This design comes from an exercise in tuning for small area, a short achievable clock period and few clock cycles on the open sky130 flow, not from production work. RTL that was checked went through simulation tests only; none was proved equivalent to the original. For runs 1 and 2, only the layout was checked, not whether the RTL still works. Power is estimated from default activity; no workload was simulated.

===== design/flow/design.v =====
module instr_decoder (
    input  logic [16-1:0] instruction,
    output logic [3:0]              cls
);
    localparam logic [3:0] C_NOP = 4'd0, C_ADD = 4'd1, C_ADC = 4'd2, C_SUB = 4'd3,
                           C_AND = 4'd4, C_EOR = 4'd5, C_OR  = 4'd6, C_MOV = 4'd7,
                           C_LDI = 4'd8, C_NEG = 4'd9, C_LD  = 4'd10, C_ST = 4'd11;
    always_comb begin
        casez (instruction)
            16'b0000_11??_????_????: cls = C_ADD;
            16'b0001_11??_????_????: cls = C_ADC;
            16'b0001_10??_????_????: cls = C_SUB;
            16'b0010_00??_????_????: cls = C_AND;
            16'b0010_01??_????_????: cls = C_EOR;
            16'b0010_10??_????_????: cls = C_OR;
            16'b0010_11??_????_????: cls = C_MOV;
            16'b1110_????_????_????: cls = C_LDI;
            16'b1001_010?_????_0001: cls = C_NEG;
            16'b1000_000?_????_0000: cls = C_LD;
            16'b1000_001?_????_0000: cls = C_ST;
            default:                 cls = C_NOP;
        endcase
    end
endmodule
module register_file (
    input  logic                       clk,
    input  logic                       clear,
    input  logic [5-1:0] a_addr,
    input  logic [5-1:0] b_addr,
    output logic [8-1:0]     a_data,
    output logic [8-1:0]     b_data,
    output logic [8-1:0]     zl_data,
    output logic [8-1:0]     zh_data,
    input  logic                       wr_en,
    input  logic [5-1:0] wr_addr,
    input  logic [8-1:0]     wr_data
);
    logic [2**5-1:0][8-1:0] regs;
    logic [8-1:0] wd;
    assign wd = wr_data & {8{~clear}};
    always_ff @(posedge clk) begin
        for (int i = 0; i < 2**5; i++)
            if (clear || (wr_en && wr_addr == i[5-1:0]))
                regs[i] <= wd;
    end
    assign a_data  = regs[a_addr];
    assign b_data  = regs[b_addr];
    assign zl_data = regs[30];
    assign zh_data = regs[31];
endmodule
module alu (
    input  logic [1:0]             op,      
    input  logic [8-1:0] x,
    input  logic [8-1:0] y,
    input  logic                   cin,
    output logic [8-1:0] result,
    output logic                   cout
);
    logic [8:0] sum;
    assign sum = {1'b0, x} + {1'b0, y} + {{8{1'b0}}, cin};
    assign cout = sum[8];
    always_comb begin
        case (op)
            2'd0:    result = sum[8-1:0];
            2'd1:    result = x & y;
            2'd2:    result = x ^ y;
            default: result = x | y;
        endcase
    end
endmodule
module avr_core (
    input  logic                    clk,
    input  logic                    reset,
    output logic [10-1:0]    program_counter,
    input  logic [16-1:0] instruction,
    output logic [16-1:0]  bus_addr,
    output logic [8-1:0]  bus_wdata,
    input  logic [8-1:0]  bus_rdata,
    output logic                    mem_we,
    output logic                    mem_oe
);
    localparam logic [3:0] C_NOP = 4'd0, C_ADD = 4'd1, C_ADC = 4'd2, C_SUB = 4'd3,
                           C_AND = 4'd4, C_EOR = 4'd5, C_OR  = 4'd6, C_MOV = 4'd7,
                           C_LDI = 4'd8, C_NEG = 4'd9, C_LD  = 4'd10, C_ST = 4'd11;
    logic [3:0]  f_cls;
    logic [3:0]  r_cls;
    logic [11:0] r_raw;
    instr_decoder i_dec (
        .instruction (instruction),
        .cls         (f_cls)
    );
    always_ff @(posedge clk or posedge reset) begin
        if (reset) begin
            program_counter <= '0;
            r_cls           <= C_NOP;
        end else begin
            program_counter <= program_counter + 1'b1;
            r_cls           <= f_cls;
        end
    end
    always_ff @(posedge clk)
        r_raw <= instruction[11:0];
    logic [4:0] a_addr, b_addr;
    logic [7:0] a_data, b_data, zl, zh;
    logic [7:0] a_val, b_val;
    logic [7:0] e_result;
    logic       e_wr, e_ld, e_cupd;
    logic [4:0] e_rd;
    logic [7:0] e_x, e_y;
    logic [1:0] e_op;
    logic       e_cin1, e_cinc, e_cinv;
    logic       carry;
    assign a_addr = r_raw[8:4];
    assign b_addr = {r_raw[9], r_raw[3:0]};
    register_file i_regs (
        .clk     (clk),
        .clear   (reset),
        .a_addr  (a_addr),
        .b_addr  (b_addr),
        .a_data  (a_data),
        .b_data  (b_data),
        .zl_data (zl),
        .zh_data (zh),
        .wr_en   (e_wr),
        .wr_addr (e_rd),
        .wr_data (e_result)
    );
    assign a_val = (e_wr && e_rd == a_addr) ? e_result : a_data;
    assign b_val = (e_wr && e_rd == b_addr) ? e_result : b_data;
    logic r_wr, r_sum_ops, r_zero_x;
    assign r_wr = (r_cls != C_NOP) && (r_cls != C_ST);
    assign r_sum_ops = (r_cls == C_ADD) || (r_cls == C_ADC) || (r_cls == C_SUB) || (r_cls == C_NEG);
    assign r_zero_x  = (r_cls == C_NEG) || (r_cls == C_MOV) || (r_cls == C_LDI);
    always_ff @(posedge clk or posedge reset) begin
        if (reset) begin
            e_wr   <= 1'b0;
            e_ld   <= 1'b0;
            e_cupd <= 1'b0;
        end else begin
            e_wr   <= r_wr;
            e_ld   <= (r_cls == C_LD);
            e_cupd <= r_sum_ops;
        end
    end
    always_ff @(posedge clk) begin
        e_rd   <= (r_cls == C_LDI) ? {1'b1, r_raw[7:4]} : r_raw[8:4];
        e_x    <= r_zero_x ? 8'h00 : a_val;
        case (r_cls)
            C_LDI:   e_y <= {r_raw[11:8], r_raw[3:0]};
            C_SUB:   e_y <= ~b_val;
            C_NEG:   e_y <= ~a_val;
            default: e_y <= b_val;
        endcase
        case (r_cls)
            C_AND:   e_op <= 2'd1;
            C_EOR:   e_op <= 2'd2;
            C_OR, C_MOV, C_LDI: e_op <= 2'd3;
            default: e_op <= 2'd0;
        endcase
        e_cin1 <= (r_cls == C_SUB) || (r_cls == C_NEG);
        e_cinc <= (r_cls == C_ADC);
        e_cinv <= (r_cls == C_SUB) || (r_cls == C_NEG);
    end
    logic [7:0] alu_result;
    logic       alu_cout;
    logic [7:0] zl_new, zh_new;
    logic       zwin_next;
    logic       oe_q, we_q;
    alu i_alu (
        .op     (e_op),
        .x      (e_x),
        .y      (e_y),
        .cin    (e_cin1 | (e_cinc & carry)),
        .result (alu_result),
        .cout   (alu_cout)
    );
    assign zl_new    = (e_wr && e_rd == 30) ? e_result : zl;
    assign zh_new    = (e_wr && e_rd == 31) ? e_result : zh;
    assign zwin_next = (zh_new == 8'h00) && (zl_new[7] ^ zl_new[6]);
    always_ff @(posedge clk or posedge reset) begin
        if (reset) begin
            oe_q <= 1'b0;
            we_q <= 1'b0;
        end else begin
            oe_q <= (r_cls == C_LD) && zwin_next;
            we_q <= (r_cls == C_ST) && zwin_next;
        end
    end
    assign e_result = e_ld ? (oe_q ? bus_rdata : 8'h00) : alu_result;
    always_ff @(posedge clk or posedge reset) begin
        if (reset)
            carry <= 1'b0;
        else if (e_cupd)
            carry <= alu_cout ^ e_cinv;
    end
    assign bus_addr  = {zh, zl};
    assign bus_wdata = e_x;
    assign mem_we    = we_q;
    assign mem_oe    = oe_q;
endmodule

===== design/flow/run.sh =====
#!/bin/bash
# synth_recipe.tcl (not shown) runs the flow's synth.tcl, then flattens the netlist and writes it again
# the make line also repeats each setting of config.mk as NAME=value (left out here)
make -C /OpenROAD-flow-scripts/flow DESIGN_CONFIG=/design/flow/config.mk WORK_HOME=/design/flow/orfs CLKGATE_MAP_FILE= SYNTH_SCRIPT=/design/flow/synth_recipe.tcl finish

===== design/flow/config.mk =====
export PLATFORM = sky130hd
export DESIGN_NAME = avr_core
export DESIGN_NICKNAME = avr_core
export VERILOG_FILES = /design/flow/design.v
export SDC_FILE = /design/flow/constraint.sdc
export NUM_CORES = 4
export LEC_CHECK = 0
export CAP_MARGIN = 20
export CORE_MARGIN = 2
export CORE_UTILIZATION = 40
export SETUP_SLACK_MARGIN = 2.5
export SLEW_MARGIN = 20

===== design/flow/constraint.sdc =====
create_clock -name core_clock -period 5.0 [get_ports {clk}]
set_input_delay 1.0000 -clock core_clock [delete_from_list [all_inputs] [get_ports {clk}]]
set_output_delay 1.0000 -clock core_clock [all_outputs]
set_load 0.01 [all_outputs]

==> flow_metrics.tcl, run 1 <==
set metrics [dict create \
    clk_pin_slew_ns 0.06 \
    ys_types 71 \
    post-route-period-util_pct 59.1 \
    status "complete, no violations" \
    layout.nets 1215 \
    ios 62 \
    gp_congestion 0.898 \
    hold_path_depth 1 \
    dieWidth_um 201 \
    hold_class "register to register" \
    crit_required_ns 5.26 \
    wl_per_cell_um 28.6 \
    hold_viol_final 0 \
    fp-row-count 72 \
    clock_latency_ns 0.52 \
    coreArea_mm2 0.0386 \
    fmaxAchievable_mhz 338 \
    cts_buffers 34 \
    max_cap_viol_count 0 \
    tns_ns 0 \
    cp.arrival_ns 3.22 \
    fin_util_pct 49.6 \
    drc 0 \
    netlist.area_leader.share_pct 49.3 \
    grt_use_total_pct 24.0 \
    die_h_um 201 \
    initial_core_util_pct 40.4 \
    syn_avg_cell_area_um2 14.8 \
    synthTopCellsByArea "edfxtp_1 49%, mux4_2 17%, dfxtp_1 4.8%" \
    io_buffers 61 \
    cp-endpoint "i_regs.regs[129]" \
    rsz0062_at_grt "yes" \
    cts_hold_buf 0 \
    grt_max_degree 38 \
    wl_mm 49.1 \
    cts_buffer_depth 3 \
    htreeDepth 2 \
    drt_iter0_drc 1372 \
    grt_pass1_wl_mm 71.4 \
    ys_ff_latch 313 \
    dr.pass1.iters 5 \
    drive_gt1_share_pct 29.2 \
    ff2ff_setup_slack_ns 2.04 \
    antenna_found_initial 3 \
    syn-num-nets 1100 \
    max_slew_margin_pct 22.9 \
    p_leak_uw 0.00696 \
    worst-setup-path-type "register to register" \
    place_hpwl_mm 29.9 \
    grt.overflow.total 0 \
    ys_async_sr_fraction_pct 6.39 \
    synth_cells 1055 \
    synth-main-ff-cell "edfxtp_1" \
    post-route-min-period_ns 2.96 \
    reg2reg_depth 10 \
    drv_slew 0 \
    power_density_mw_per_mm2 517 \
    cp-start-kind "register" \
    via_per_inst 6.20 \
    cts_num_sinks 313 \
    r2r-start "carry" \
    setup_viol 0 \
    synth.largest_area_cell "edfxtp_1" \
    syn-cell-area_mm2 0.0156 \
    first_global_vias 10500 \
    cts_tree "done" \
    irDropWorstVdd_mv 0.240 \
    crit_fanout 8 \
    vias 10600 \
    synth.yosys.seq_area_share_pct 57.3 \
    clock-root-buffer "clkbuf_16" \
    synth_edf_count 256 \
    ant_nets 0 \
    worst_slew_pin_slew_ns 1.14 \
    die_area_mm2 0.0406 \
    dpl_cell_area_mm2 0.0166 \
    syn_to_final_growth_pct 22.6 \
    cp-startpoint "carry" \
    ys_warn_count 4 \
    n_antenna_cell 0 \
    finClkSkew_ns 0.0121 \
    cp-end-kind "register" \
    finish.instance_area_mm2 0.0191 \
    regToRegEndpoint "i_regs.regs[129]" \
]
## Yosys cell counts (13+ instances only)
cell / number
a21oi_1: 22
a22oi_1: 23
buf_2: 19
buf_4: 30
clkbuf_1: 24
dfrtp_1: 20
dfxtp_1: 37
edfxtp_1: 256
ha_1: 17
inv_1: 25
mux2i_1: 36
mux4_2: 121
nand2_1: 67
nand2b_1: 13
nand3_1: 33
nor2_1: 62
nor2b_1: 16
nor3_1: 16
o21ai_0: 24
o22ai_1: 24
xnor2_1: 13
## cell type report
type | count | area (um2)
Multi-Input combinational cell | 634 | 6370
Inverter | 28 | 119
Timing Repair Buffer | 159 | 1900
Tap cell | 518 | 648
Clock inverter | 19 | 165
Sequential cell | 313 | 8950
Clock buffer | 43 | 968
Fill cell | 3306 | 19400
## per-layer routing
metal	part of all wire, %	wire (um)	global-route usage [%]	vias up
met5	0	0	0	-
met4	4.5	2200	9.56	0
met3	11	5280	5.36	121
met2	46	22800	37.7	678
met1	38	18800	32.5	5405
li1	-	-	-	4427
## how the worst min path moves through the flow
| stage | startpoint | endpoint | slack [ns] |
|---|---|---|---|
| after floorplan | r_raw[7] | e_rd[3] | 0.33 |
| after global placement | program_counter[9] | program_counter[9] | 0.46 |
| after detailed placement | program_counter[9] | program_counter[9] | 0.47 |
| after CTS | program_counter[9] | program_counter[9] | 0.48 |
| after global routing | r_raw[10] | e_y[6] | 0.50 |
| final | program_counter[9] | program_counter[9] | 0.48 |
## report_power, final
group          switching [uW]  internal, uW
clock network            1010          1530
registers                 381          3700
logic                    1670          1610
## cells in the final DEF, fill, tap and decap left out, types with 29 or more instances in the layout
cell type,count
edfxtp_1,256
mux4_2,121
nand2_1,63
nor2_1,53
clkdlybuf4s50_1,51
buf_4,51
clkbuf_16,39
mux2i_1,36
nand3_1,33
dfxtp_1,29
## timing repair
item	in CTS	in global routing
hold endpoints to repair	0	0
setup endpoints to repair	514	246
gates resized for setup	65	31
buffers inserted	57	14
pin swaps	11	9
cloned	8	3
## state kept, by name (all words and copies together), names as in the netlist, 2 cells and up
name and count:
i_regs.regs 256, r_raw 12, program_counter 10, e_x 8, e_y 8, e_rd 5
r_cls 4, e_op 2
## critical path, cell delays in order, from the launching register on
cell and delay, ns:
dfrtp_1 0.39, a21oi_4 0.09, fa_2 0.36, fa_1 0.50, inv_1 0.05, mux4_2 0.45
a22oi_2 0.26, buf_4 0.19, nor2_4 0.08, buf_12 0.20, buf_16 0.14
## logic make-up after synthesis
logic type / after synthesis / synth area share [%]
adder cells (fa/ha/maj): 19 / 1.62
multiplexers: 170 / 20.7
flip-flops: 313 / 57.3
XOR/XNOR: 22 / 1.24
buffers and inverters: 111 / 3.74
AO/OA/AOI/OAI: 154 / 6.82
AND/OR/NAND/NOR: 266 / 8.59
## metrics by stage
stage | setup WS [ns] | hold WS (ns) | power (uW) | instances
floorplan | 2.30 | 0.326 | 5390 | 1055
global placement | 1.43 | 0.463 | 6270 | 1570
detailed placement | 1.41 | 0.470 | 6290 | 1570
CTS | 2.10 | 0.479 | 9590 | 1697
global route | 2.00 | 0.500 | 10200 | 1714
finish | 2.04 | 0.481 | 9900 | 1714
==> run 2, diff against run 1 <==
--- a/design/flow/config.mk
+++ b/design/flow/config.mk
@@ -6,4 +6,5 @@
 export NUM_CORES = 4
 export LEC_CHECK = 0
+export ABC_CLOCK_PERIOD_IN_PS = 2500
 export CAP_MARGIN = 20
 export CORE_MARGIN = 2
==> run 2 against run 1 <==
Net effect: still clean; fmax is the same; non-clock buffer count is the same; wire length is the same; sequential power is essentially flat; via count is the same; global-route usage is the same; area after synthesis is the same; clock-buffer cell count is the same; hold slack is the same; largest power group unchanged; highest routed layer unchanged.
==> flow_metrics.tcl, run 2 <==
set metrics [dict create \
    syn_to_final_growth_pct 22.6 \
    die_h_um 201 \
    ys_warn_count 4 \
    tns_ns 0 \
    drt_iter0_drc 1372 \
    cts_num_sinks 313 \
    largest_register_ffs 256 \
    clock-root-buffer "clkbuf_16" \
    first_global_vias 10500 \
    place_hpwl_mm 29.9 \
    syn-cell-area_mm2 0.0156 \
    ys_types 71 \
    coreArea_mm2 0.0386 \
    fin_cells 1714 \
    finClkSkew_ns 0.0121 \
    die_area_mm2 0.0406 \
    multi_input_area_mm2 0.00637 \
    cts_buffers 34 \
    crit_required_ns 5.26 \
    cp-endpoint "i_regs.regs[129]" \
    regToRegEndpoint "i_regs.regs[129]" \
    p_leak_uw 0.00696 \
    fp-row-count 72 \
    synth.yosys.seq_area_share_pct 57.3 \
    synth_cells 1055 \
    synthTopCellsByArea "edfxtp_1 49%, mux4_2 17%, dfxtp_1 4.8%" \
    max_cap_viol_count 0 \
    grt_pass1_wl_mm 71.4 \
    initial_core_util_pct 40.4 \
    cp.arrival_ns 3.22 \
    worst-setup-path-type "register to register" \
    gp_congestion 0.898 \
    clock_latency_ns 0.52 \
    reg2reg_depth 10 \
    cts_tree "done" \
    drc 0 \
    netlist.area_leader.share_pct 49.3 \
    synth_edf_count 256 \
    cp-start-kind "register" \
    irDropWorstVdd_mv 0.240 \
    cts_buffer_depth 3 \
    hold_class "register to register" \
    r2r-start "carry" \
    dp_cells 1570 \
    power.total_uw 9900 \
    top_regs "i_regs.regs x256, r_raw x12, program_counter x10" \
    via_per_inst 6.20 \
    htreeDepth 2 \
    cts_hold_buf 0 \
    yosysMostFrequentCell "edfxtp_1" \
    hold_viol_final 0 \
    wl_per_cell_um 28.6 \
    vias 10600 \
    power_density_mw_per_mm2 517 \
    post-route-min-period_ns 2.96 \
    grt.overflow.total 0 \
    layout.nets 1215 \
    clk_pin_slew_ns 0.06 \
    crit_fanout 8 \
    final_common_cell "edfxtp_1" \
    fillers 3306 \
    max_slew_margin_pct 22.9 \
    final_cell_mix "256 x edfxtp_1, 121 x mux4_2, 63 x nand2_1" \
    drive_gt1_share_pct 29.2 \
    wl_mm 49.1 \
    dieWidth_um 201 \
    status "complete, no violations" \
    yosys-top-cells-count "256 x edfxtp_1, 121 x mux4_2, 67 x nand2_1, 62 x nor2_1, 37 x dfxtp_1" \
    ys_ff_latch 313 \
    grt_max_degree 38 \
    post-route-period-util_pct 59.1 \
    rsz0062_at_grt "yes" \
    dr.pass1.iters 5 \
    register_area_mm2 0.00895 \
    fmaxAchievable_mhz 338 \
    setup_viol 0 \
    syn-num-nets 1100 \
    post-place-ws_ns 1.41 \
    antenna_found_initial 3 \
    worst_slew_pin_slew_ns 1.14 \
    dpl_cell_area_mm2 0.0166 \
    syn_avg_cell_area_um2 14.8 \
    ios 62 \
    cp-startpoint "carry" \
    finish.instance_area_mm2 0.0191 \
    setup_ws_ns 2.04 \
    synth-main-ff-cell "edfxtp_1" \
    largest_register "i_regs.regs" \
    ff2ff_setup_slack_ns 2.04 \
    grt_use_total_pct 24.0 \
    io_buffers 61 \
    ant_nets 0 \
    cp-end-kind "register" \
    ys_async_sr_fraction_pct 6.39 \
    synth.largest_area_cell "edfxtp_1" \
    drv_slew 0 \
    n_antenna_cell 0 \
]
run 2: cell counts after synthesis:
Identical to the previous run, type by type.
run 2: critical path, cell delays in order (launching register included):
cell     delay (ns)
dfrtp_1        0.39
a21oi_4        0.09
fa_2           0.36
fa_1           0.50
inv_1          0.05
mux4_2         0.45
a22oi_2        0.26
buf_4          0.19
nor2_4         0.08
buf_12         0.20
buf_16         0.14
run 2: worst min-delay path by stage:
stage / slack [ns] / depth (start not counted) / endpoint / start
final: 0.48 / 1 / program_counter[9] / program_counter[9]
after floorplan: 0.33 / 0 / e_rd[3] / r_raw[7]
after detailed placement: 0.47 / 1 / program_counter[9] / program_counter[9]
after global routing: 0.50 / 2 / e_y[6] / r_raw[10]
after global placement: 0.46 / 1 / program_counter[9] / program_counter[9]
after CTS: 0.48 / 1 / program_counter[9] / program_counter[9]
run 2: area by class of cell:
| class | count | share of cell area, % |
|---|---|---|
| clock buffers | 43 | 5.06 |
| clock inverters | 19 | 0.864 |
| inverters | 28 | 0.622 |
| multi-input cells | 634 | 33.3 |
| flip-flops and latches | 313 | 46.8 |
| well taps | 518 | 3.39 |
| repair buffers | 159 | 9.95 |
run 2: kinds of logic after synthesis:
logic type / Yosys count / share of synthesized area, %
AOI/OAI and AO/OA: 154 / 6.82
xor gates and xnor gates: 22 / 1.24
adders and majority gates: 19 / 1.62
buffers and inverters: 111 / 3.74
DFF: 313 / 57.3
muxes: 170 / 20.7
and+or+nand+nor: 266 / 8.59
run 2: what timing repair did:
item,CTS,global route
gates resized for setup,65,31
endpoints found under the setup margin,514,246
setup buffers,57,14
gates cloned,8,3
pin swaps,11,9
run 2: stage by stage:
| stage | util, % | hold slack [ns] |
|---|---|---|
| floorplan | - | 0.326 |
| global placement | 43.1 | 0.463 |
| detailed placement | 43.1 | 0.470 |
| CTS | 48.8 | 0.479 |
| global route | 49.6 | 0.500 |
| finish | 49.6 | 0.481 |
run 2: where the power goes:
part / switching [uW] / leakage (uW) / internal, uW
clock network: 1010 / 0.000564 / 1530
registers: 381 / 0.00318 / 3700
logic: 1670 / 0.00321 / 1610
run 2: routing by layer:
metal / global-route usage [%] / part of all wire, % / wire (um) / vias up
met1: 32.5 / 38 / 18800 / 5405
met3: 5.36 / 11 / 5280 / 121
met2: 37.7 / 46 / 22800 / 678
li1: - / - / - / 4427
met5: 0 / 0 / 0 / -
met4: 9.56 / 4.5 / 2200 / 0
==> run 3, diff against run 2 <==
--- a/design/flow/design.v
+++ b/design/flow/design.v
@@ -105,5 +105,5 @@
     logic [7:0] a_val, b_val;
     logic [7:0] e_result;
-    logic       e_wr, e_ld, e_cupd;
+    logic       e_wr, e_ld, e_st, e_cupd;
     logic [4:0] e_rd;
     logic [7:0] e_x, e_y;
@@ -136,8 +136,10 @@
             e_wr   <= 1'b0;
             e_ld   <= 1'b0;
+            e_st   <= 1'b0;
             e_cupd <= 1'b0;
         end else begin
             e_wr   <= r_wr;
             e_ld   <= (r_cls == C_LD);
+            e_st   <= (r_cls == C_ST);
             e_cupd <= r_sum_ops;
         end
@@ -164,7 +166,5 @@
     logic [7:0] alu_result;
     logic       alu_cout;
-    logic [7:0] zl_new, zh_new;
-    logic       zwin_next;
-    logic       oe_q, we_q;
+    logic       zwin;
     alu i_alu (
         .op     (e_op),
@@ -175,17 +175,6 @@
         .cout   (alu_cout)
     );
-    assign zl_new    = (e_wr && e_rd == 30) ? e_result : zl;
-    assign zh_new    = (e_wr && e_rd == 31) ? e_result : zh;
-    assign zwin_next = (zh_new == 8'h00) && (zl_new[7] ^ zl_new[6]);
-    always_ff @(posedge clk or posedge reset) begin
-        if (reset) begin
-            oe_q <= 1'b0;
-            we_q <= 1'b0;
-        end else begin
-            oe_q <= (r_cls == C_LD) && zwin_next;
-            we_q <= (r_cls == C_ST) && zwin_next;
-        end
-    end
-    assign e_result = e_ld ? (oe_q ? bus_rdata : 8'h00) : alu_result;
+    assign zwin = (zh == 8'h00) && (zl[7] ^ zl[6]);
+    assign e_result = e_ld ? (zwin ? bus_rdata : 8'h00) : alu_result;
     always_ff @(posedge clk or posedge reset) begin
         if (reset)
@@ -196,5 +185,5 @@
     assign bus_addr  = {zh, zl};
     assign bus_wdata = e_x;
-    assign mem_we    = we_q;
-    assign mem_oe    = oe_q;
+    assign mem_we    = e_st & zwin;
+    assign mem_oe    = e_ld & zwin;
 endmodule
--- a/design/flow/config.mk
+++ b/design/flow/config.mk
@@ -6,8 +6,6 @@
 export NUM_CORES = 4
 export LEC_CHECK = 0
-export ABC_CLOCK_PERIOD_IN_PS = 2500
 export CAP_MARGIN = 20
 export CORE_MARGIN = 2
 export CORE_UTILIZATION = 40
-export SETUP_SLACK_MARGIN = 2.5
 export SLEW_MARGIN = 20
==> run 3 against run 2 <==
Net effect: still clean on timing, DRC and antenna; power shrank 9.8%; clock power is 6% lower; design area decreased by 8.6%; sequential share of layout area is 4.2 points higher; clock-buffer cell count increased by 2; wire length shrank 19%; cell count is 11% lower; critical path depth shrank 6; core utilization fell by 3.1 points; largest cell class unchanged.
==> flow_metrics.tcl, run 3 <==
set metrics [dict create \
    ys_async_sr_fraction_pct 6.09 \
    largest_register "i_regs.regs" \
    post-route-min-period_ns 4.06 \
    cp.arrival_ns 3.06 \
    crit_fanout 7 \
    io_buffers 61 \
    final_common_cell "edfxtp_1" \
    final_cell_mix "256 x edfxtp_1, 154 x mux4_2, 61 x clkdlybuf4s50_1" \
    yosys-top-cells-count "256 x edfxtp_1, 154 x mux4_2, 49 x nand2_1, 37 x dfxtp_1, 37 x nor2_1" \
    synth_edf_count 256 \
    cp-endpoint "mem_oe" \
    syn-num-nets 970 \
    wl_mm 39.9 \
    synthTopCellsByArea "edfxtp_1 51%, mux4_2 23%, dfxtp_1 4.9%" \
    die_h_um 199 \
    regToRegEndpoint "i_regs.regs[142]" \
    fmaxAchievable_mhz 246 \
    p_leak_uw 0.00614 \
    post-route-period-util_pct 81.2 \
    max_slew_margin_pct 28.2 \
    finClkSkew_ns 0.0221 \
    drc 0 \
    post_cts_buffers 0 \
    dieWidth_um 199 \
    grt_use_total_pct 20.6 \
    cp-end-kind "output pin" \
    drt_iter0_drc 829 \
    setup_viol 0 \
    grt.overflow.total 0 \
    syn_avg_cell_area_um2 16.5 \
    syn_to_final_growth_pct 14.8 \
    cts_buffer_depth 3 \
    reg2reg_depth 11 \
    htreeDepth 2 \
    ys_types 61 \
    worst_slew_pin_slew_ns 1.07 \
    top_regs "i_regs.regs x256, r_raw x12, program_counter x10" \
    ff2ff_setup_slack_ns 1.73 \
    synth-main-ff-cell "edfxtp_1" \
    syn-cell-area_mm2 0.0152 \
    cp-startpoint "i_regs.regs[253]" \
    n_antenna_cell 0 \
    hold_class "register to register" \
    synth_cells 925 \
    irDropWorstVdd_mv 0.205 \
    cp-start-kind "register" \
    clock_latency_ns 0.51 \
    clock-root-buffer "clkbuf_16" \
    vias 8882 \
    initial_core_util_pct 40.5 \
    fp-row-count 71 \
    r2r-start "e_x[0]" \
    finish.instance_area_mm2 0.0175 \
    first_global_vias 8822 \
    cts_num_sinks 312 \
    wl_per_cell_um 26.3 \
    cts_buffers 35 \
    drv_slew 0 \
    yosysMostFrequentCell "edfxtp_1" \
    ios 62 \
    cts_hold_buf 0 \
    coreArea_mm2 0.0376 \
    synth.yosys.seq_area_share_pct 58.5 \
    crit_required_ns 4.00 \
    via_per_inst 5.85 \
    dpl_cell_area_mm2 0.0164 \
    largest_register_ffs 256 \
    grt_max_degree 51 \
    gp_congestion 0.805 \
    layout.nets 1028 \
    ant_nets 0 \
    die_area_mm2 0.0396 \
    drive_gt1_share_pct 25.7 \
    antenna_found_initial 0 \
    rsz0062_at_grt "no" \
    worst-setup-path-type "register to output pin" \
    ys_warn_count 4 \
    hold_viol_final 0 \
    tns_ns 0 \
    grt_pass1_wl_mm 59.4 \
    status "complete, no violations" \
    ys_ff_latch 312 \
    dr.pass1.iters 8 \
    synth.largest_area_cell "edfxtp_1" \
    power_density_mw_per_mm2 511 \
    clk_pin_slew_ns 0.06 \
    max_cap_viol_count 0 \
    place_hpwl_mm 26.0 \
    cts-resized-gates 0 \
    cts_tree "done" \
    netlist.area_leader.share_pct 50.5 \
]
==> run 3: routing by layer <==
layer / GRT usage, % / up-vias / routed length, um
met1: 28.9 / 4627 / 16900
met3: 3.80 / 47 / 2960
met4: 5.80 / 0 / 956
met2: 33.2 / 355 / 19000
met5: 0 / - / 0
li1: - / 3853 / -
==> run 3: worst min path at each step <==
| stage | start | end | slack [ns] | depth (start not counted) |
|---|---|---|---|---|
| floorplan | r_raw[4] | e_rd[0] | 0.34 | 0 |
| global placement | program_counter[9] | program_counter[9] | 0.46 | 1 |
| detailed placement | r_raw[10] | e_y[6] | 0.45 | 2 |
| CTS | r_raw[10] | e_y[6] | 0.48 | 2 |
| global route | program_counter[9] | program_counter[9] | 0.49 | 1 |
| finish | program_counter[9] | program_counter[9] | 0.47 | 1 |
==> run 3: stage by stage <==
stage	std cells	setup WS, ns	util [%]	total power, uW	hold slack (ns)
2_1_floorplan	925	1.49	-	5690	0.341
3_3_place_gp	1457	1.50	43.7	6510	0.460
3_5_place_dp	1457	1.44	43.7	6570	0.455
4_1_cts	1519	0.901	46.5	8960	0.475
5_1_grt	1519	0.833	46.5	9350	0.487
6_report	1519	0.941	46.5	8930	0.474
==> run 3: logic make-up after synthesis <==
logic type | share of synthesized area (%)
flip-flops | 58.5
multiplexers | 25.1
AND/OR/NAND/NOR | 5.84
buffers and inverters | 3.29
AO/OA/AOI/OAI | 4.34
XOR/XNOR | 1.27
adder cells (fa/ha/maj) | 1.66
==> run 3: power by group <==
part           internal (uW)  total [uW]  switching, uW
logic                   1110        2290           1180
clock network           1390        2390           1000
registers               3860        4250            392
==> run 3: worst max-delay path, stage by stage (launching register included) <==
cell             delay [ns]
edfxtp_1               0.47
or4_1                  0.52
nor3_1                 0.57
and2_1                 0.39
clkdlybuf4s50_1        0.60
==> run 3: layout make-up <==
type	instances	area (um2)
fill	3239	20100
sequential	312	8920
multi-input combinational	508	5840
clock buffer	45	945
timing repair buffer	97	906
tap	511	639
clock inverter	17	114
inverter	29	109
Testbench counts of run 3, summed over its fixed seeds: cycles 14,816.

==> static timing again, ports no longer ideal <==
The results above use ideal ports. As a check the final layouts listed here were re-extracted and re-timed, cells and wires unchanged.
Step 1: set_driving_cell puts a clkbuf_16 on clk and a buf_2 on each other input, an assumption about the parent block.
Step 2 also shifts input and output timing later by t, the mid clock arrival at the registers, as if the neighbouring blocks saw the same clock.
Slacks: ideal / step 1 / step 2; pairs: ideal / step 1.
| run | t, ns | setup WS [ns] | worst hold slack (ns) | worst setup path after step 2 | latest minus earliest clock arrival (ns) |
|---|---|---|---|---|---|
| run 1 | 0.562 | 2.043 / 2.043 / 1.959 | 0.481 / 0.481 / 0.481 | input to register | 0.012 / 0.013 |
| run 2 | 0.562 | 2.043 / 2.043 / 1.959 | 0.481 / 0.481 / 0.481 | input to register | 0.012 / 0.013 |
| run 3 | 0.555 | 0.941 / 0.888 / 1.443 | 0.474 / 0.474 / 0.474 | register to output | 0.023 / 0.023 |
After both steps setup and hold are still met in every run listed.
